This is an optimization exercise on Yosys and OpenROAD, whose aim is small area, a short achievable clock period and few clock cycles per item, not a production implementation. The RTL was checked by simulation tests, not by an equivalence proof against the original design.

## flow/design.v (module list and top-level ports; edited modules follow where they fit)
// module lfps_cfg_regs: 48 lines
// module lfps_ctrl: 35 lines
// module lfps_sense_sum: 14 lines
// module lfps_mean_lut: 30 lines
// module lfps_datapath: 271 lines
// module lfps_pid_mac: 1269 lines
// module line_follow_pid_steering: 57 lines
module line_follow_pid_steering #(
	parameter int unsigned SENSOR_COUNT = 8
) (
	input  logic                                 clk,
	input  logic                                 arst_n,
	input  logic                                 sensor_valid,
	output logic                                 sensor_ready,
	input  logic [lfps_pkg::SENSORS_MAX-1:0]     sensor_bits,
	output logic                                 wheel_valid,
	input  logic                                 wheel_ready,
	output logic [lfps_pkg::SPEED_W-1:0]         left_drive,
	output logic [lfps_pkg::SPEED_W-1:0]         right_drive,
	output logic [lfps_pkg::ERR_W-1:0]           error_out,
	input  logic                                 psel,
	input  logic                                 penable,
	input  logic                                 pwrite,
	input  logic [lfps_pkg::APB_ADDR_W-1:0]      paddr,
	input  logic [lfps_pkg::APB_DATA_W-1:0]      pwdata,
	output logic [lfps_pkg::APB_DATA_W-1:0]      prdata,
	output logic                                 pready
);
  // ...
==> flow/run.sh <==
#!/bin/bash
# synth_recipe.tcl (not shown) runs the flow's synth.tcl, then flattens the netlist and writes it again
# the make line also repeats each setting of config.mk as NAME=value (left out here)
make -C /OpenROAD-flow-scripts/flow DESIGN_CONFIG=/design/flow/config.mk WORK_HOME=/design/flow/orfs CLKGATE_MAP_FILE= SYNTH_SCRIPT=/design/flow/synth_recipe.tcl finish
==> flow/config.mk <==
export PLATFORM = sky130hd
export DESIGN_NAME = line_follow_pid_steering
export DESIGN_NICKNAME = line_follow_pid_steering
export VERILOG_FILES = /design/flow/design.v
export SDC_FILE = /design/flow/constraint.sdc
export NUM_CORES = 4
export LEC_CHECK = 0
export ABC_AREA = 1
export CAP_MARGIN = 20
export CORE_MARGIN = 2
export CORE_UTILIZATION = 40
export SETUP_SLACK_MARGIN = 3.6
export SLEW_MARGIN = 20
==> flow/constraint.sdc <==
create_clock -name core_clock -period 9.0 [get_ports {clk}]
set_input_delay 1.8000 -clock core_clock [delete_from_list [all_inputs] [get_ports {clk}]]
set_output_delay 1.8000 -clock core_clock [all_outputs]
set_load 0.01 [all_outputs]
==> results.cfg, run 1 <==
[status]
outcome = finished clean

[final_layout]
clkCellAreaFrac_pct = 3.342
multi_input_area_share_pct = 59.45
nNetsFinal = 7012
largest_class = multi-input gates
final_util_pct = 45.06
largest_register_ffs = 141
multi_input_comb_area_um2 = 32520
top_register = u_cfg_regs.cfg_q

[clock_network]
insertion_delay_ns = 0.69
cts_tree = built
clk_pin_slew_worst_paths_ns = 0.06
root_buffer = clkbuf_16

[placed_design]
dp_hpwl_um = 133900
place_inst = 7729

[critical_path]
reg2reg_from = u_datapath.s2_de_q[9]$_SDFFCE_PN0N_
crit_required_ns = 7.20
crit_buf_inv = 4

[yosys]
synth_top_area_share_pct = 14.73
synthMuxAreaShare_pct = 0.08474
synthArstFlopShare_pct = 41.38
synth-simple-area-share_pct = 15.73
synth_fa_ha_area_share_pct = 23.05
synth_flop_cell = edfxtp_1
synth_common_cells = nand2_1 (1,012), inv_1 (912), o21ai_0 (466), xor2_1 (464), nor2_1 (443)

[timing]
holdWs_ns = 0.3819
hold_viol_final = 0

[drt]
dr.first_iter.drc_count = 4748

[grt]
use_met1_pct = 36.72
gr-usage-met3_pct = 5.809
first_global_vias = 42740
Testbench counts, summed over its fixed seeds: cycles 2,104, items 2,048.
==> module lfps_cfg_regs, before the edit <==
module lfps_cfg_regs (
	input  logic                                 clk,
	input  logic                                 arst_n,
	input  logic                                 psel,
	input  logic                                 penable,
	input  logic                                 pwrite,
	input  logic [lfps_pkg::APB_ADDR_W-1:0]      paddr,
	input  logic [lfps_pkg::APB_DATA_W-1:0]      pwdata,
	output logic [lfps_pkg::APB_DATA_W-1:0]      prdata,
	output logic                                 pready,
	output lfps_pkg::cfg_t                       cfg
);
	lfps_pkg::cfg_t     cfg_q;
	lfps_pkg::reg_idx_t reg_idx;
	logic               wr_en;
	assign reg_idx = lfps_pkg::reg_idx_t'(paddr[5:3]);
	assign wr_en   = psel && penable && pwrite;
	assign pready  = 1'b1;
	assign cfg     = cfg_q;
	always_ff @(posedge clk or negedge arst_n) begin
		if (!arst_n) begin
			cfg_q <= '0;
		end else if (wr_en) begin
			unique case (reg_idx)
				lfps_pkg::REG_GAIN_P:        cfg_q.gain_p          <= pwdata[15:0];
				lfps_pkg::REG_GAIN_I:        cfg_q.gain_i          <= pwdata[15:0];
				lfps_pkg::REG_GAIN_D:        cfg_q.gain_d          <= pwdata[15:0];
				lfps_pkg::REG_NOMINAL_DRIVE: cfg_q.nominal_drive   <= pwdata[14:0];
				lfps_pkg::REG_DRIVE_CAP:     cfg_q.drive_cap       <= pwdata[14:0];
				lfps_pkg::REG_STEER_LIMIT:   cfg_q.steer_limit     <= pwdata[14:0];
				lfps_pkg::REG_INTEG_LIMITS:  cfg_q.integral_limits <= pwdata[47:0];
				default: ;
			endcase
		end
	end
	always_comb begin
		unique case (reg_idx)
			lfps_pkg::REG_GAIN_P:        prdata = 64'(cfg_q.gain_p);
			lfps_pkg::REG_GAIN_I:        prdata = 64'(cfg_q.gain_i);
			lfps_pkg::REG_GAIN_D:        prdata = 64'(cfg_q.gain_d);
			lfps_pkg::REG_NOMINAL_DRIVE: prdata = 64'(cfg_q.nominal_drive);
			lfps_pkg::REG_DRIVE_CAP:     prdata = 64'(cfg_q.drive_cap);
			lfps_pkg::REG_STEER_LIMIT:   prdata = 64'(cfg_q.steer_limit);
			lfps_pkg::REG_INTEG_LIMITS:  prdata = 64'(cfg_q.integral_limits);
			default:                     prdata = '0;
		endcase
	end
endmodule
==> inputs of run 2 (changes only) <==
--- a/flow/design.v
+++ b/flow/design.v
@@ -65,14 +65,20 @@
 	end
+	logic [47:0] rd_mux;
+	logic [47:0] rd_q;
 	always_comb begin
 		unique case (reg_idx)
-			lfps_pkg::REG_GAIN_P:        prdata = 64'(cfg_q.gain_p);
-			lfps_pkg::REG_GAIN_I:        prdata = 64'(cfg_q.gain_i);
-			lfps_pkg::REG_GAIN_D:        prdata = 64'(cfg_q.gain_d);
-			lfps_pkg::REG_NOMINAL_DRIVE: prdata = 64'(cfg_q.nominal_drive);
-			lfps_pkg::REG_DRIVE_CAP:     prdata = 64'(cfg_q.drive_cap);
-			lfps_pkg::REG_STEER_LIMIT:   prdata = 64'(cfg_q.steer_limit);
-			lfps_pkg::REG_INTEG_LIMITS:  prdata = 64'(cfg_q.integral_limits);
-			default:                     prdata = '0;
+			lfps_pkg::REG_GAIN_P:        rd_mux = 48'(cfg_q.gain_p);
+			lfps_pkg::REG_GAIN_I:        rd_mux = 48'(cfg_q.gain_i);
+			lfps_pkg::REG_GAIN_D:        rd_mux = 48'(cfg_q.gain_d);
+			lfps_pkg::REG_NOMINAL_DRIVE: rd_mux = 48'(cfg_q.nominal_drive);
+			lfps_pkg::REG_DRIVE_CAP:     rd_mux = 48'(cfg_q.drive_cap);
+			lfps_pkg::REG_STEER_LIMIT:   rd_mux = 48'(cfg_q.steer_limit);
+			lfps_pkg::REG_INTEG_LIMITS:  rd_mux = cfg_q.integral_limits;
+			default:                     rd_mux = '0;
 		endcase
 	end
+	always_ff @(posedge clk) begin
+		rd_q <= rd_mux;
+	end
+	assign prdata = {16'h0000, rd_q};
 endmodule
--- a/flow/config.mk
+++ b/flow/config.mk
@@ -11,3 +11,3 @@
 export CORE_UTILIZATION = 40
-export SETUP_SLACK_MARGIN = 3.6
+export SETUP_SLACK_MARGIN = 4.25
 export SLEW_MARGIN = 20
==> results.cfg, run 2 <==
[status]
outcome = finished clean

[timing]
hold_viol_final = 0
worst_pin_slew_ns = 1.189
setup_violations = 0
clock-skew-final_ns = 0.02660
finalCritPeriodShare_pct = 56.04
rsz0062_at_grt = yes
fmax_ghz = 0.1983
finalCriticalPeriod_ns = 5.044
fin_setup_tns_ns = 0
drv_slew = 0
slew-limit-headroom_pct = 20.71

[floorplan]
die_y_um = 356.2
ios = 194
dieArea_um2 = 126900
fp-row-count = 129
start_util_pct = 40.19
coreArea_um2 = 123500
dieWidth_um = 356.2

[grt]
grt_pass1_wl_um = 277300
grt_max_degree = 93
grt_antenna_before_repair = 5
first_global_vias = 44200
overflow = 0
track_usage_pct = 28.77

[final_layout]
nNetsFinal = 7200
final_util_pct = 47.48
reg.largest.list = u_cfg_regs.cfg_q x141, u_cfg_regs.rd_q x48
final_cell_mix = nand2_1 (952), inv_1 (824), xor2_1 (452)
layout_commonest_cell = nand2_1
area_growth_pct = 18.16
drive_above_1_share_pct = 13.69
largest_register_ffs = 141
top_register = u_cfg_regs.cfg_q
antenna_cells = 0

[clock_network]
root_buffer = clkbuf_16
cts_sinks = 483
hold_buffers = 0
cts-buffers-inserted = 55
insertion_delay_ns = 0.69
clk_pin_slew_worst_paths_ns = 0.06
cts_tree = built
cts.path.max_buffers = 3
cts_max_level = 2

[critical_path]
startpoint_type = flip-flop
crit_required_ns = 9.38
crit_path_max_fanout = 6
cp.arrival_ns = 5.43
cp-end-kind = flip-flop
path_class = flip-flop to flip-flop

[yosys]
synth.avg_cell_area_um2 = 8.009
syn_area_um2 = 49620
yosys_warnings = 4
synth_common_cells = nand2_1 (1,007), inv_1 (895), xor2_1 (461), o21ai_0 (445), nor2_1 (413)
synth_flop_cell = edfxtp_1
synth_top_area_share_pct = 14.46
yosys-top-cells-area = edfxtp_1 (14%), fa_1 (13%), ha_1 (9.2%), dfrtp_1 (9.1%), xor2_1 (8.1%)
ys_types = 70
synth.largest_area_cell = edfxtp_1
seq_area_frac_synth_pct = 26.12
synthArstFlopShare_pct = 37.27
syn_inst = 6196
synth.most_common_cell = nand2_1
synth_edf_count = 239
synth-seq-cells = 483

[placed_design]
dp_hpwl_um = 139100
portBuffers = 157
place_congestion = 0.9987

[drt]
remaining_drc_errors = 0
viasPerCell = 5.728
vias = 46400
wl_um = 187700
avgRoutedWirePerCell_um = 23.17
dr.first_iter.drc_count = 5487
dr.pass1.iters = 9
antenna_left = 0

[min_path]
hold_class = flip-flop to flip-flop

[job]
drv_cap = 0
[run 2: changes by cell type in the layout (fill, tap and decap cells not counted), sizes merged, moves of 7 or more]
cell           previous run  this run
buf                     119       270
dfxtp                    16        64
nor2                    457       425
clkdlybuf4s50           140       155
nand2                  1029      1044
dlygate4sd2              10         1
a21oi                   289       297
o22ai                   377       385
inv                     921       928
[run 2: path summary, 6_finish.rpt]
kind | start | to | slack, ns | depth (start not counted)
worst min-delay path | u_datapath.s3_raw_q[10]$_DFFE_PN_ | u_datapath.s4_raw_q[10]$_DFFE_PN_ | 0.42 | 0
min in group asynchronous | arst_n | u_cfg_regs.cfg_q[37]$_DFFE_PN0P_ | 1.14 | 1
worst min register to register | u_datapath.s3_raw_q[10]$_DFFE_PN_ | u_datapath.s4_raw_q[10]$_DFFE_PN_ | 0.42 | 0
max in group asynchronous | arst_n | u_cfg_regs.cfg_q[31]$_DFFE_PN0P_ | 5.62 | 3
worst max-delay path | u_datapath.s2_ez_q$_DFFE_PN_ | u_datapath.s3_b_q[24]$_DFFE_PN_ | 3.96 | 18
worst max register to register | u_datapath.s2_ez_q$_DFFE_PN_ | u_datapath.s3_b_q[24]$_DFFE_PN_ | 3.96 | 18
[run 2: stage by stage]
| step | instance area [um2] | cells | setup WS, ns | hold slack, ns |
|---|---|---|---|---|
| 3_3_place_gp | 52630 | 7778 | 2.696 | 0.4050 |
| 4_1_cts | 57120 | 8031 | 4.079 | 0.4188 |
| 2_1_floorplan | 49920 | 6211 | 4.214 | 0.4003 |
| 6_report | 58630 | 8101 | 3.956 | 0.4176 |
| 5_1_grt | 58630 | 8101 | 3.867 | 0.4249 |
| 3_5_place_dp | 52640 | 7779 | 2.671 | 0.4045 |
[run 2: cell type report]
type / count / area (um2)
clock buffers: 66 / 1490
clock inverters: 38 / 420.4
fillers: 11890 / 64840
inverters: 954 / 3794
multi-input cells: 4487 / 33710
flip-flops and latches: 483 / 12980
well taps: 1637 / 2048
repair buffers: 428 / 4118
repair inverters: 8 / 67.56
[run 2: critical path, stage by stage, from the launching register on]
cell	delay [ns]
edfxtp_1	0.44
clkinv_4	0.15
buf_12	0.16
nand2_8	0.08
buf_6	0.13
nor2_4	0.05
a31oi_4	0.19
buf_12	0.15
o22ai_2	0.10
xor2_2	0.22
fa_1	0.62
fa_1	0.46
fa_2	0.54
inv_1	0.05
fa_1	0.35
inv_1	0.08
fa_1	0.42
inv_2	0.07
fa_2	0.50
[run 2: kinds of logic after synthesis]
kind of cell,share of synthesized area (%)
muxes,0.04035
adders and majority gates,22.64
xor gates and xnor gates,8.843
AOI/OAI and AO/OA,17.22
buffers and inverters,9.804
DFF,26.12
other,0.01513
and+or+nand+nor,15.32
[run 2: what timing repair did]
item | in CTS | in global routing
setup endpoints to repair | 66 | 51
pin swaps | 82 | 179
setup buffers | 135 | 68
cloned | 13 | 2
gates resized for setup | 324 | 265
[run 2: metal layers]
layer	up-vias	track usage (%)	wire length (um)
met2	2491	45.10	82760
met1	22350	38.97	77240
li1	21070	-	-
met4	2	13.13	10300
met5	-	0	13
met3	486	4.737	17430
Testbench counts of run 2, summed over its fixed seeds: cycles 2,104, items 2,048.
==> module lfps_ctrl, before the edit <==
module lfps_ctrl (
	input  logic clk,
	input  logic arst_n,
	input  logic in_valid,
	output logic in_ready,
	output logic out_valid,
	input  logic out_ready,
	output logic adv,       
	output logic upd        
);
	logic v0_q, v1_q, v2_q, v3_q, v4_q, v5_q, ov_q;
	assign out_valid = ov_q;
	assign adv       = !ov_q || out_ready;
	assign in_ready  = adv;
	assign upd       = adv && v1_q;
	always_ff @(posedge clk or negedge arst_n) begin
		if (!arst_n) begin
			v0_q   <= 1'b0;
			v1_q   <= 1'b0;
			v2_q   <= 1'b0;
			v3_q   <= 1'b0;
			v4_q   <= 1'b0;
			v5_q   <= 1'b0;
			ov_q   <= 1'b0;
		end else if (adv) begin
			v0_q   <= in_valid;
			v1_q   <= v0_q;
			v2_q   <= v1_q;
			v3_q   <= v2_q;
			v4_q   <= v3_q;
			v5_q   <= v4_q;
			ov_q   <= v5_q;
		end
	end
endmodule
==> module lfps_datapath, before the edit <==
module lfps_datapath (
	input  logic           clk,
	input  logic           arst_n,
	input  logic           adv,
	input  logic           upd,
	input  lfps_pkg::cfg_t cfg,
	input  logic [7:0]     sensor_bits,
	output logic [14:0]    left_drive,
	output logic [14:0]    right_drive,
	output logic [11:0]    error_out
);
	logic signed [4:0] in_s, s0_s_q;
	logic [3:0]        in_n, s0_n_q;
	lfps_sense_sum u_sum (
		.bits (sensor_bits),
		.s    (in_s),
		.n    (in_n)
	);
	always_ff @(posedge clk) begin
		if (adv) begin
			s0_s_q <= in_s;
			s0_n_q <= in_n;
		end
	end
	logic [17:0] lut_o;
	logic        m_found, m_efr, m_neg, m_db;
	logic [1:0]  m_cls;
	logic signed [11:0] m_mean;
	lfps_mean_lut u_lut (
		.s (s0_s_q),
		.n (s0_n_q),
		.o (lut_o)
	);
	always_ff @(posedge clk) begin
		if (adv) {m_found, m_efr, m_neg, m_db, m_cls, m_mean} <= lut_o;
	end
	logic signed [11:0] pe_q;
	logic [1:0]         pe_cls_q;
	logic               pe_nz_q, pe_frac_q;
	logic signed [15:0] integ_q;
	logic signed [11:0] s2_raw_q;
	logic               s2_ez_q;
	logic signed [12:0] s2_de_q;
	logic signed [11:0] raw, e, e_f;
	logic               e_fr, e_nz, flip;
	logic [1:0]         cls;
	logic [14:0]        hi_0, hi_1, hi_2;
	logic [15:0]        lo_0, lo_1, lo_2;
	logic signed [12:0] ih, ih_m, ih_p;
	logic signed [3:0]  df0;
	logic signed [16:0] t_p, t_fn, t_f;
	logic               gt_p, lt_p, gt_fn, lt_fn, gt_f, lt_f;
	logic               gt, lt;
	logic signed [16:0] t;
	logic [14:0]        hi_sel, hi_f;
	logic [15:0]        lo_sel, lo_f;
	logic signed [15:0] integ_new;
	task automatic integ_step(
		input  logic signed [3:0]  d0,
		input  logic               fr,
		input  logic [1:0]         c,
		output logic signed [16:0] tt,
		output logic               gt_o,
		output logic               lt_o
	);
		logic signed [4:0]  d1;
		logic signed [5:0]  l0, l1;
		logic signed [12:0] hs0, hs1;
		logic signed [16:0] a0, a1;
		logic               sel;
		logic [14:0]        hv;
		logic [15:0]        lv;
		logic signed [17:0] dh, dl;
		logic signed [5:0]  sh0, sh1, sl0, sl1;
		logic               h_pos, h_neg, l_pos, l_neg;
		logic               g0, g1, k0, k1;
		d1   = 5'(d0) + 5'sd1;
		l0   = $signed({2'b00, integ_q[3:0]}) + 6'(d0);
		l1   = $signed({2'b00, integ_q[3:0]}) + 6'(d1);
		hs0  = l0[5] ? ih_m : (l0[4] ? ih_p : ih);
		hs1  = l1[5] ? ih_m : (l1[4] ? ih_p : ih);
		a0   = {hs0, l0[3:0]};
		a1   = {hs1, l1[3:0]};
		sel  = hs0[12] && fr;
		tt   = sel ? a1 : a0;
		hv   = c[1] ? hi_2 : (c[0] ? hi_1 : hi_0);
		lv   = c[1] ? lo_2 : (c[0] ? lo_1 : lo_0);
		dh    = 18'(integ_q) + 18'($signed(~{3'b000, hv}));
		dl    = 18'(integ_q) + 18'($signed({2'b00, lv}));
		h_pos = !dh[17] && (dh[16:3] != 14'h0000);
		h_neg = dh[17] && (dh[16:3] != 14'h3FFF);
		l_pos = !dl[17] && (dl[16:3] != 14'h0000);
		l_neg = dl[17] && (dl[16:3] != 14'h3FFF);
		sh0   = 6'($signed({dh[17], dh[2:0]})) + 6'(d0);
		sh1   = 6'($signed({dh[17], dh[2:0]})) + 6'(d1);
		sl0   = 6'($signed({dl[17], dl[2:0]})) + 6'(d0);
		sl1   = 6'($signed({dl[17], dl[2:0]})) + 6'(d1);
		g0    = h_pos || (!h_neg && !sh0[5]);
		g1    = h_pos || (!h_neg && !sh1[5]);
		k0    = l_neg || (!l_pos && sl0[5]);
		k1    = l_neg || (!l_pos && sl1[5]);
		gt_o  = sel ? g1 : g0;
		lt_o  = sel ? k1 : k0;
	endtask
	always_comb begin
		hi_0 = cfg.integral_limits[15] ? 15'h7FFF : cfg.integral_limits[14:0];
		hi_1 = cfg.integral_limits[31] ? 15'h7FFF : cfg.integral_limits[30:16];
		hi_2 = cfg.integral_limits[47] ? 15'h7FFF : cfg.integral_limits[46:32];
		lo_0 = cfg.integral_limits[15] ? 16'h8000 : cfg.integral_limits[15:0];
		lo_1 = cfg.integral_limits[31] ? 16'h8000 : cfg.integral_limits[31:16];
		lo_2 = cfg.integral_limits[47] ? 16'h8000 : cfg.integral_limits[47:32];
		ih   = 13'($signed(integ_q[15:4]));
		ih_m = ih - 13'sd1;
		ih_p = ih + 13'sd1;
		e_f  = m_db ? 12'sd0 : m_mean;
		raw  = m_found ? m_mean : pe_q;
		e    = m_found ? e_f : pe_q;
		e_fr = m_found ? m_efr : pe_frac_q;
		e_nz = m_found ? !m_db : pe_nz_q;
		cls  = m_found ? m_cls : pe_cls_q;
		flip = !m_db && ((pe_nz_q && !pe_q[11] && m_neg) || (pe_q[11] && !m_neg));
		integ_step(pe_q[11:8], pe_frac_q, pe_cls_q, t_p, gt_p, lt_p);
		integ_step(e_f[11:8], m_efr, m_cls, t_fn, gt_fn, lt_fn);
		df0  = e_f[11:8];
		t_f  = (e_f[11] && m_efr) ? 17'(5'(df0) + 5'sd1) : 17'(df0);
		hi_f = m_cls[1] ? hi_2 : (m_cls[0] ? hi_1 : hi_0);
		lo_f = m_cls[1] ? lo_2 : (m_cls[0] ? lo_1 : lo_0);
		gt_f = t_f > $signed({2'b00, hi_f});
		lt_f = t_f < -$signed({1'b0, lo_f});
		if (!m_found) begin
			t  = t_p;
			gt = gt_p;
			lt = lt_p;
		end else if (flip) begin
			t  = t_f;
			gt = gt_f;
			lt = lt_f;
		end else begin
			t  = t_fn;
			gt = gt_fn;
			lt = lt_fn;
		end
		hi_sel = cls[1] ? hi_2 : (cls[0] ? hi_1 : hi_0);
		lo_sel = cls[1] ? lo_2 : (cls[0] ? lo_1 : lo_0);
		if (gt) begin
			integ_new = $signed({1'b0, hi_sel});
		end else if (lt) begin
			integ_new = 16'(-$signed({1'b0, lo_sel}));
		end else begin
			integ_new = 16'(t);
		end
	end
	always_ff @(posedge clk or negedge arst_n) begin
		if (!arst_n) begin
			pe_q      <= '0;
			pe_cls_q  <= '0;
			pe_nz_q   <= 1'b0;
			pe_frac_q <= 1'b0;
			integ_q   <= '0;
		end else if (upd) begin
			pe_q      <= e;
			pe_cls_q  <= cls;
			pe_nz_q   <= e_nz;
			pe_frac_q <= e_fr;
			integ_q   <= integ_new;
		end
	end
	always_ff @(posedge clk) begin
		if (adv) begin
			s2_raw_q <= raw;
			s2_ez_q  <= m_found && m_db;
			s2_de_q  <= m_found ? 13'(e_f) - 13'(pe_q) : 13'sd0;
		end
	end
	logic signed [11:0] e3;
	logic [40:8]        mac_a, mac_b;
	logic               mac_c8;
	logic [40:8]        s3_a_q, s3_b_q;
	logic               s3_c8_q;
	logic signed [11:0] s3_raw_q;
	assign e3 = s2_ez_q ? 12'sd0 : s2_raw_q;
	lfps_pid_mac u_mac (
		.gp (cfg.gain_p),
		.gd (cfg.gain_d),
		.gi (cfg.gain_i),
		.e  (e3),
		.de (s2_de_q),
		.ig (integ_q),
		.sa (mac_a),
		.sb (mac_b),
		.c8 (mac_c8)
	);
	always_ff @(posedge clk) begin
		if (adv) begin
			s3_a_q   <= mac_a;
			s3_b_q   <= mac_b;
			s3_c8_q  <= mac_c8;
			s3_raw_q <= s2_raw_q;
		end
	end
	logic [32:0]        acc;      
	logic signed [24:0] s4_acc_q;
	logic               s4_frac_q;
	logic signed [11:0] s4_raw_q;
	always_comb begin
		acc = s3_a_q + s3_b_q + 33'(s3_c8_q);
	end
	always_ff @(posedge clk) begin
		if (adv) begin
			s4_acc_q  <= $signed(acc[32:8]);
			s4_frac_q <= (acc[7:0] != 8'h00);
			s4_raw_q  <= s3_raw_q;
		end
	end
	logic signed [24:0] acc_hi;
	logic signed [15:0] sl;
	logic signed [15:0] sv;
	logic               svf, hi_ovf, lo_ovf, at_sl;
	logic [15:0]        lo_sum;
	logic signed [15:0] s5_sv_q;
	logic               s5_svf_q;
	logic signed [11:0] s5_raw_q;
	always_comb begin
		acc_hi = s4_acc_q;
		sl     = $signed({1'b0, cfg.steer_limit});
		hi_ovf = !acc_hi[24] && ((acc_hi[23:15] != 9'h000) || (acc_hi[14:0] > sl[14:0]));
		lo_sum = {1'b0, acc_hi[14:0]} + {1'b0, sl[14:0]};
		lo_ovf = acc_hi[24] && ((acc_hi[23:15] != 9'h1FF) || !lo_sum[15]);
		at_sl  = !acc_hi[24] && (acc_hi[23:15] == 9'h000) && (acc_hi[14:0] == sl[14:0]);
		if (hi_ovf) begin
			sv = sl;
		end else if (lo_ovf) begin
			sv = -sl;
		end else begin
			sv = 16'(acc_hi);
		end
		svf = s4_frac_q && !hi_ovf && !lo_ovf && !at_sl;
	end
	always_ff @(posedge clk) begin
		if (adv) begin
			s5_sv_q  <= sv;
			s5_svf_q <= svf;
			s5_raw_q <= s4_raw_q;
		end
	end
	logic signed [16:0] lsum, rsum, k_q, lk, rk;
	logic [14:0] lw, rw;
	logic [14:0] l_q, r_q;
	logic [11:0] err_q;
	always_comb begin
		lsum = 17'($signed({2'b00, cfg.nominal_drive})) + 17'(s5_sv_q);
		rsum = 17'($signed({2'b00, cfg.nominal_drive})) + 17'(~s5_sv_q) + 17'(!s5_svf_q);
		lk   = k_q + 17'(~s5_sv_q) + 17'sd1;    
		rk   = k_q + 17'(s5_sv_q) + 17'(s5_svf_q);  
		lw   = lsum[16] ? 15'd0 : (lk[16] ? cfg.drive_cap : lsum[14:0]);
		rw   = rsum[16] ? 15'd0 : (rk[16] ? cfg.drive_cap : rsum[14:0]);
	end
	always_ff @(posedge clk) begin
		k_q <= 17'($signed({2'b00, cfg.drive_cap})) - 17'($signed({2'b00, cfg.nominal_drive}));
	end
	always_ff @(posedge clk) begin
		if (adv) begin
			l_q   <= lw;
			r_q   <= rw;
			err_q <= s5_raw_q;
		end
	end
	assign left_drive  = l_q;
	assign right_drive = r_q;
	assign error_out   = err_q;
endmodule
==> module line_follow_pid_steering, before the edit <==
module line_follow_pid_steering #(
	parameter int unsigned SENSOR_COUNT = 8
) (
	input  logic                                 clk,
	input  logic                                 arst_n,
	input  logic                                 sensor_valid,
	output logic                                 sensor_ready,
	input  logic [lfps_pkg::SENSORS_MAX-1:0]     sensor_bits,
	output logic                                 wheel_valid,
	input  logic                                 wheel_ready,
	output logic [lfps_pkg::SPEED_W-1:0]         left_drive,
	output logic [lfps_pkg::SPEED_W-1:0]         right_drive,
	output logic [lfps_pkg::ERR_W-1:0]           error_out,
	input  logic                                 psel,
	input  logic                                 penable,
	input  logic                                 pwrite,
	input  logic [lfps_pkg::APB_ADDR_W-1:0]      paddr,
	input  logic [lfps_pkg::APB_DATA_W-1:0]      pwdata,
	output logic [lfps_pkg::APB_DATA_W-1:0]      prdata,
	output logic                                 pready
);
	lfps_pkg::cfg_t cfg;
	logic           adv, upd;
	lfps_cfg_regs u_cfg_regs (
		.clk     (clk),
		.arst_n  (arst_n),
		.psel    (psel),
		.penable (penable),
		.pwrite  (pwrite),
		.paddr   (paddr),
		.pwdata  (pwdata),
		.prdata  (prdata),
		.pready  (pready),
		.cfg     (cfg)
	);
	lfps_ctrl u_ctrl (
		.clk       (clk),
		.arst_n    (arst_n),
		.in_valid  (sensor_valid),
		.in_ready  (sensor_ready),
		.out_valid (wheel_valid),
		.out_ready (wheel_ready),
		.adv       (adv),
		.upd       (upd)
	);
	lfps_datapath u_datapath (
		.clk         (clk),
		.arst_n      (arst_n),
		.adv         (adv),
		.upd         (upd),
		.cfg         (cfg),
		.sensor_bits (sensor_bits),
		.left_drive  (left_drive),
		.right_drive (right_drive),
		.error_out   (error_out)
	);
endmodule
==> inputs of run 3 (changes only) <==
--- a/flow/design.v
+++ b/flow/design.v
@@ -65,20 +65,14 @@
 	end
-	logic [47:0] rd_mux;
-	logic [47:0] rd_q;
 	always_comb begin
 		unique case (reg_idx)
-			lfps_pkg::REG_GAIN_P:        rd_mux = 48'(cfg_q.gain_p);
-			lfps_pkg::REG_GAIN_I:        rd_mux = 48'(cfg_q.gain_i);
-			lfps_pkg::REG_GAIN_D:        rd_mux = 48'(cfg_q.gain_d);
-			lfps_pkg::REG_NOMINAL_DRIVE: rd_mux = 48'(cfg_q.nominal_drive);
-			lfps_pkg::REG_DRIVE_CAP:     rd_mux = 48'(cfg_q.drive_cap);
-			lfps_pkg::REG_STEER_LIMIT:   rd_mux = 48'(cfg_q.steer_limit);
-			lfps_pkg::REG_INTEG_LIMITS:  rd_mux = cfg_q.integral_limits;
-			default:                     rd_mux = '0;
+			lfps_pkg::REG_GAIN_P:        prdata = 64'(cfg_q.gain_p);
+			lfps_pkg::REG_GAIN_I:        prdata = 64'(cfg_q.gain_i);
+			lfps_pkg::REG_GAIN_D:        prdata = 64'(cfg_q.gain_d);
+			lfps_pkg::REG_NOMINAL_DRIVE: prdata = 64'(cfg_q.nominal_drive);
+			lfps_pkg::REG_DRIVE_CAP:     prdata = 64'(cfg_q.drive_cap);
+			lfps_pkg::REG_STEER_LIMIT:   prdata = 64'(cfg_q.steer_limit);
+			lfps_pkg::REG_INTEG_LIMITS:  prdata = 64'(cfg_q.integral_limits);
+			default:                     prdata = '0;
 		endcase
 	end
-	always_ff @(posedge clk) begin
-		rd_q <= rd_mux;
-	end
-	assign prdata = {16'h0000, rd_q};
 endmodule
@@ -92,8 +86,14 @@
 	output logic adv,       
+	output logic skid_sel,  
+	output logic skid_load,
 	output logic upd        
 );
-	logic v0_q, v1_q, v2_q, v3_q, v4_q, v5_q, ov_q;
+	logic skid_q, v0_q, v1_q, v2_q, v3_q, v4_q, v5_q, ov_q;
+	logic in_fire;
+	assign in_ready  = !skid_q;
+	assign in_fire   = in_valid && !skid_q;
 	assign out_valid = ov_q;
 	assign adv       = !ov_q || out_ready;
-	assign in_ready  = adv;
+	assign skid_sel  = skid_q;
+	assign skid_load = in_fire && !adv;
 	assign upd       = adv && v1_q;
@@ -101,2 +101,3 @@
 		if (!arst_n) begin
+			skid_q <= 1'b0;
 			v0_q   <= 1'b0;
@@ -109,3 +110,4 @@
 		end else if (adv) begin
-			v0_q   <= in_valid;
+			skid_q <= 1'b0;
+			v0_q   <= skid_q || in_fire;
 			v1_q   <= v0_q;
@@ -116,2 +118,4 @@
 			ov_q   <= v5_q;
+		end else if (in_fire) begin
+			skid_q <= 1'b1;
 		end
@@ -163,2 +167,35 @@
 endmodule
+module lfps_bk_add #(
+	parameter int W = 16
+) (
+	input  logic [W-1:0] a,
+	input  logic [W-1:0] b,
+	input  logic         cin,
+	output logic [W-1:0] s,
+	output logic         cout
+);
+	localparam int DMAX = (W > 32) ? 32 : (W > 16) ? 16 : (W > 8) ? 8 : (W > 4) ? 4 : (W > 2) ? 2 : 1;
+	logic [W-1:0] p, g, gg, pp;
+	always_comb begin
+		p  = a ^ b;
+		g  = a & b;
+		gg = g;
+		pp = p;
+		gg[0] = g[0] | (p[0] & cin);
+		for (int d = 1; d < W; d = d * 2) begin
+			for (int i = 2 * d - 1; i < W; i = i + 2 * d) begin
+				gg[i] = gg[i] | (pp[i] & gg[i - d]);
+				pp[i] = pp[i] & pp[i - d];
+			end
+		end
+		for (int d = DMAX; d >= 1; d = d / 2) begin
+			for (int i = 3 * d - 1; i < W; i = i + 2 * d) begin
+				gg[i] = gg[i] | (pp[i] & gg[i - d]);
+				pp[i] = pp[i] & pp[i - d];
+			end
+		end
+		s    = p ^ {gg[W-2:0], cin};
+		cout = gg[W-1];
+	end
+endmodule
 module lfps_datapath (
@@ -167,2 +204,4 @@
 	input  logic           adv,
+	input  logic           skid_sel,
+	input  logic           skid_load,
 	input  logic           upd,
@@ -174,4 +213,4 @@
 );
-	logic signed [4:0] in_s, s0_s_q;
-	logic [3:0]        in_n, s0_n_q;
+	logic signed [4:0] in_s, skid_s_q, s0_s_q;
+	logic [3:0]        in_n, skid_n_q, s0_n_q;
 	lfps_sense_sum u_sum (
@@ -182,5 +221,9 @@
 	always_ff @(posedge clk) begin
+		if (skid_load) begin
+			skid_s_q <= in_s;
+			skid_n_q <= in_n;
+		end
 		if (adv) begin
-			s0_s_q <= in_s;
-			s0_n_q <= in_n;
+			s0_s_q <= skid_sel ? skid_s_q : in_s;
+			s0_n_q <= skid_sel ? skid_n_q : in_n;
 		end
@@ -330,2 +373,13 @@
 	end
+	logic [12:0] de_f, e_f13, pe_n13;
+	logic        de_co;
+	assign e_f13  = 13'(e_f);
+	assign pe_n13 = ~(13'(pe_q));
+	lfps_bk_add #(.W(13)) u_de (
+		.a    (e_f13),
+		.b    (pe_n13),
+		.cin  (1'b1),
+		.s    (de_f),
+		.cout (de_co)
+	);
 	always_ff @(posedge clk) begin
@@ -334,3 +388,3 @@
 			s2_ez_q  <= m_found && m_db;
-			s2_de_q  <= m_found ? 13'(e_f) - 13'(pe_q) : 13'sd0;
+			s2_de_q  <= m_found ? de_f : 13'sd0;
 		end
@@ -367,5 +421,10 @@
 	logic signed [11:0] s4_raw_q;
-	always_comb begin
-		acc = s3_a_q + s3_b_q + 33'(s3_c8_q);
-	end
+	logic acc_co;
+	lfps_bk_add #(.W(33)) u_acc (
+		.a    (s3_a_q),
+		.b    (s3_b_q),
+		.cin  (s3_c8_q),
+		.s    (acc),
+		.cout (acc_co)
+	);
 	always_ff @(posedge clk) begin
@@ -381,3 +440,11 @@
 	logic               svf, hi_ovf, lo_ovf, at_sl;
-	logic [15:0]        lo_sum;
+	logic [14:0]        lo_s;
+	logic               lo_co;
+	lfps_bk_add #(.W(15)) u_lo (
+		.a    (s4_acc_q[14:0]),
+		.b    (cfg.steer_limit),
+		.cin  (1'b0),
+		.s    (lo_s),
+		.cout (lo_co)
+	);
 	logic signed [15:0] s5_sv_q;
@@ -389,4 +456,3 @@
 		hi_ovf = !acc_hi[24] && ((acc_hi[23:15] != 9'h000) || (acc_hi[14:0] > sl[14:0]));
-		lo_sum = {1'b0, acc_hi[14:0]} + {1'b0, sl[14:0]};
-		lo_ovf = acc_hi[24] && ((acc_hi[23:15] != 9'h1FF) || !lo_sum[15]);
+		lo_ovf = acc_hi[24] && ((acc_hi[23:15] != 9'h1FF) || !lo_co);
 		at_sl  = !acc_hi[24] && (acc_hi[23:15] == 9'h000) && (acc_hi[14:0] == sl[14:0]);
@@ -409,2 +475,3 @@
 	logic signed [16:0] lsum, rsum, k_q, lk, rk;
+	logic [3:0]         o_co;
 	logic [14:0] lw, rw;
@@ -412,9 +479,13 @@
 	logic [11:0] err_q;
+	logic [16:0] nd17, sv17, sv17_n;
+	assign nd17   = {2'b00, cfg.nominal_drive};
+	assign sv17   = 17'(s5_sv_q);
+	assign sv17_n = ~sv17;
+	lfps_bk_add #(.W(17)) u_lsum (.a(nd17), .b(sv17),    .cin(1'b0),       .s(lsum), .cout(o_co[0]));
+	lfps_bk_add #(.W(17)) u_rsum (.a(nd17), .b(sv17_n), .cin(!s5_svf_q),  .s(rsum), .cout(o_co[1]));
+	lfps_bk_add #(.W(17)) u_lk   (.a(k_q),  .b(sv17_n), .cin(1'b1),       .s(lk),   .cout(o_co[2]));
+	lfps_bk_add #(.W(17)) u_rk   (.a(k_q),  .b(sv17),    .cin(s5_svf_q),   .s(rk),   .cout(o_co[3]));
 	always_comb begin
-		lsum = 17'($signed({2'b00, cfg.nominal_drive})) + 17'(s5_sv_q);
-		rsum = 17'($signed({2'b00, cfg.nominal_drive})) + 17'(~s5_sv_q) + 17'(!s5_svf_q);
-		lk   = k_q + 17'(~s5_sv_q) + 17'sd1;    
-		rk   = k_q + 17'(s5_sv_q) + 17'(s5_svf_q);  
-		lw   = lsum[16] ? 15'd0 : (lk[16] ? cfg.drive_cap : lsum[14:0]);
-		rw   = rsum[16] ? 15'd0 : (rk[16] ? cfg.drive_cap : rsum[14:0]);
+		lw = lsum[16] ? 15'd0 : (lk[16] ? cfg.drive_cap : lsum[14:0]);
+		rw = rsum[16] ? 15'd0 : (rk[16] ? cfg.drive_cap : rsum[14:0]);
 	end
@@ -1725,3 +1796,3 @@
 	lfps_pkg::cfg_t cfg;
-	logic           adv, upd;
+	logic           adv, skid_sel, skid_load, upd;
 	lfps_cfg_regs u_cfg_regs (
@@ -1746,2 +1817,4 @@
 		.adv       (adv),
+		.skid_sel  (skid_sel),
+		.skid_load (skid_load),
 		.upd       (upd)
@@ -1752,2 +1825,4 @@
 		.adv         (adv),
+		.skid_sel    (skid_sel),
+		.skid_load   (skid_load),
 		.upd         (upd),
--- a/flow/config.mk
+++ b/flow/config.mk
@@ -10,4 +10,4 @@
 export CORE_MARGIN = 2
-export CORE_UTILIZATION = 40
-export SETUP_SLACK_MARGIN = 4.25
+export CORE_UTILIZATION = 50
+export SETUP_SLACK_MARGIN = 4
 export SLEW_MARGIN = 20
==> results.cfg, run 3 <==
[job]
drv_cap = 0

[final_layout]
instances_no_fill = 7487
top_register = u_cfg_regs.cfg_q
nNetsFinal = 6978
regArea_um2 = 12320
area_growth_pct = 17.24
drive_above_1_share_pct = 12.87
multi_input_comb_area_um2 = 33060
layout_commonest_cell = nand2_1
reg.largest.list = u_cfg_regs.cfg_q x141, u_datapath.s3_a_q x32, u_datapath.s3_b_q x32
final_cell_mix = nand2_1 (913), inv_1 (798), xor2_1 (442)
fillCellCount = 8729
largest_register_ffs = 141
post-route-cell-area_um2 = 56630
final_util_pct = 58.82

[drt]
wl_um = 174900
viasPerCell = 5.958
dr.first_iter.drc_count = 4877
antenna_left = 0
avgRoutedWirePerCell_um = 23.36
remaining_drc_errors = 0
dr.pass1.iters = 6
vias = 44610

[clock_network]
cts-buffers-inserted = 53
insertion_delay_ns = 0.68
cts_max_level = 2
cts_sinks = 445
root_buffer = clkbuf_16
cts.path.max_buffers = 3
cts_tree = built
clk_pin_slew_worst_paths_ns = 0.07
hold_buffers = 0

[yosys]
synth.avg_cell_area_um2 = 8.139
synth_common_cells = nand2_1 (947), inv_1 (867), o21ai_0 (449), xor2_1 (446), o22ai_1 (406)
yosys-top-cells-area = edfxtp_1 (15%), fa_1 (15%), ha_1 (9.4%), dfrtp_1 (9.4%), xor2_1 (8.1%)
ys_types = 71
yosys_warnings = 8
syn_inst = 5935
syn_area_um2 = 48310
synth_flop_cell = edfxtp_1
synth-seq-cells = 445
synth_edf_count = 248
seq_area_frac_synth_pct = 25.46
synthArstFlopShare_pct = 40.67
synth_top_area_share_pct = 15.42
synth.largest_area_cell = edfxtp_1
synth.most_common_cell = nand2_1

[grt]
grt_antenna_before_repair = 2
grt_pass1_wl_um = 256500
first_global_vias = 42290
track_usage_pct = 34.00
grt_max_degree = 133
overflow = 0

[critical_path]
startpoint = paddr[3]
cp_slowest_stage_delay_ns = 0.20
crit_buf_inv = 6
worstPathCellList = buf_12 > clkinvlp_4 > nor3_2 > buf_4 > clkinvlp_4 > buf_6 > nor2_4 > nor3_2 > o221ai_2 > buf_2
reg2reg_from = u_datapath.s2_ez_q$_DFFE_PN_
slowest_stage = clkinvlp_4
crit_family = buffers and inverters
r2r_cells = 20
startpoint_type = input pin
cp-end-kind = output port
cp.arrival_ns = 3.27
cp.depth = 10
crit_path_max_fanout = 6
crit_required_ns = 7.20
path_class = input pin to output port

[status]
outcome = finished clean

[min_path]
hold_class = flip-flop to flip-flop
hold_start = u_datapath.s3_raw_q[3]$_DFFE_PN_
whs_path_depth = 0

[timing]
hold_viol_final = 0
finalCritPeriodShare_pct = 56.31
finalCriticalPeriod_ns = 5.068
drv_slew = 0
slew-limit-headroom_pct = 26.82
fmax_ghz = 0.1973
fin_setup_tns_ns = 0
worst_pin_slew_ns = 1.094
setup_violations = 0
clock-skew-final_ns = 0.04843
rsz0062_at_grt = yes

[floorplan]
fp-row-count = 114
die_y_um = 314.8
start_util_pct = 50.17
coreArea_um2 = 96280
dieArea_um2 = 99110
dieWidth_um = 314.8
ios = 194

[placed_design]
dpl-instance-area_um2 = 50820
place_inst = 7155
portBuffers = 157
dp_hpwl_um = 127600
place_congestion = 0.9952
==> run 3: changes by cell type after synthesis, moves of 21 or more <==
| cell | change |
|---|---|
| a21oi_1 | -82 |
| dfxtp_1 | -48 |
| fa_1 | +32 |
| inv_1 | -28 |
| nand2_1 | -60 |
| o21ai_1 | -32 |
| o221ai_1 | -21 |
| o22ai_1 | +21 |
==> run 3: worst paths after layout <==
path,end,slack [ns]
setup / recovery,prdata[11],3.93
hold / removal,u_datapath.s4_raw_q[3]$_DFFE_PN_,0.41
setup reg to reg,u_datapath.s3_b_q[21]$_DFFE_PN_,3.93
hold reg to reg,u_datapath.s4_raw_q[3]$_DFFE_PN_,0.41
max in group asynchronous,u_cfg_regs.cfg_q[78]$_DFFE_PN0P_,6.50
min in group asynchronous,u_ctrl.ov_q$_DFFE_PN0N_,1.20
==> run 3: stage by stage <==
step	hold slack, ns	setup WS (ns)
6_report	0.4097	3.932
5_1_grt	0.4236	3.807
2_1_floorplan	0.4003	4.007
3_3_place_gp	0.4023	2.452
3_5_place_dp	0.4045	2.428
4_1_cts	0.4162	3.873
==> run 3: worst reg2reg max path, delay by kind of cell (launching register included) <==
| family | cells | cell delay [ns] |
|---|---|---|
| AOI/OAI and AO/OA | 3 | 0.34 |
| xor gates and xnor gates | 1 | 0.20 |
| adders and majority gates | 6 | 2.80 |
| buffers and inverters | 8 | 0.88 |
| DFF | 1 | 0.46 |
| and+or+nand+nor | 2 | 0.13 |
==> run 3: kinds of logic after synthesis <==
family	after synthesis	synth area share [%]
adder cells (fa/ha/maj)	728	24.53
other	2	0.01555
multiplexers	2	0.04144
AO/OA/AOI/OAI	1332	16.38
flip-flops	445	25.46
XOR/XNOR	482	8.739
buffers and inverters	1201	9.680
AND/OR/NAND/NOR	1743	15.16
==> run 3: repair_timing <==
action,CTS,global route
pin swaps,21,119
buffers inserted,96,116
cloned,9,9
hold endpoints to repair,0,0
endpoints found under the setup margin,112,95
gates resized for setup,283,334
==> run 3: metal layers <==
metal,global-route usage [%],wire length (um),up-vias
met5,0,0,-
met3,5.848,15650,502
met1,44.89,69960,21650
met4,15.26,8891,0
li1,-,-,20260
met2,54.79,80380,2188
==> run 3: area by class of cell <==
class                      count  area share (%)
clock buffer                  68           2.565
antenna                        1        0.004419
timing repair buffer         435           7.275
sequential                   445           21.75
clock inverter                32          0.7291
multi-input combinational   4312           58.37
tap                         1276           2.819
timing repair inverter         6         0.08174
inverter                     912           6.407
Testbench counts of run 3, summed over its fixed seeds: cycles 2,104, items 2,048.

[what the ideal ports hide]
The flow's constraints put no driver on any port. The routed layouts listed below were extracted and timed again, unchanged, in two steps. Step 1 sets driving cells, clkbuf_16 on the clock port and buf_2 on the other inputs (assumed; they add their load-dependent delay and slew). Step 2 adds t to the input delays and takes it off the output delays; t is the mean of the earliest and latest rising clock arrival at the registers after step 1. Input paths then give back, and output paths get back, about the clock's delay inside the block. Three values: ideal, step 1, step 2; two values: the first two.
run	t (ns)	setup slack, ns	hold slack, ns	worst slew at a driven data input, ns
run 1	0.735	3.561 / 3.518 / 3.518	0.382 / 0.382 / 0.382	0.08
run 2	0.742	3.956 / 3.956 / 3.922	0.418 / 0.418 / 0.418	0.06
run 3	0.724	3.932 / 3.861 / 3.720	0.410 / 0.410 / 0.410	0.09
After both steps every run listed still meets setup and hold. The setup slack of run 3, which loses most, moves by -0.071 ns with the drivers and by -0.212 ns with both steps.
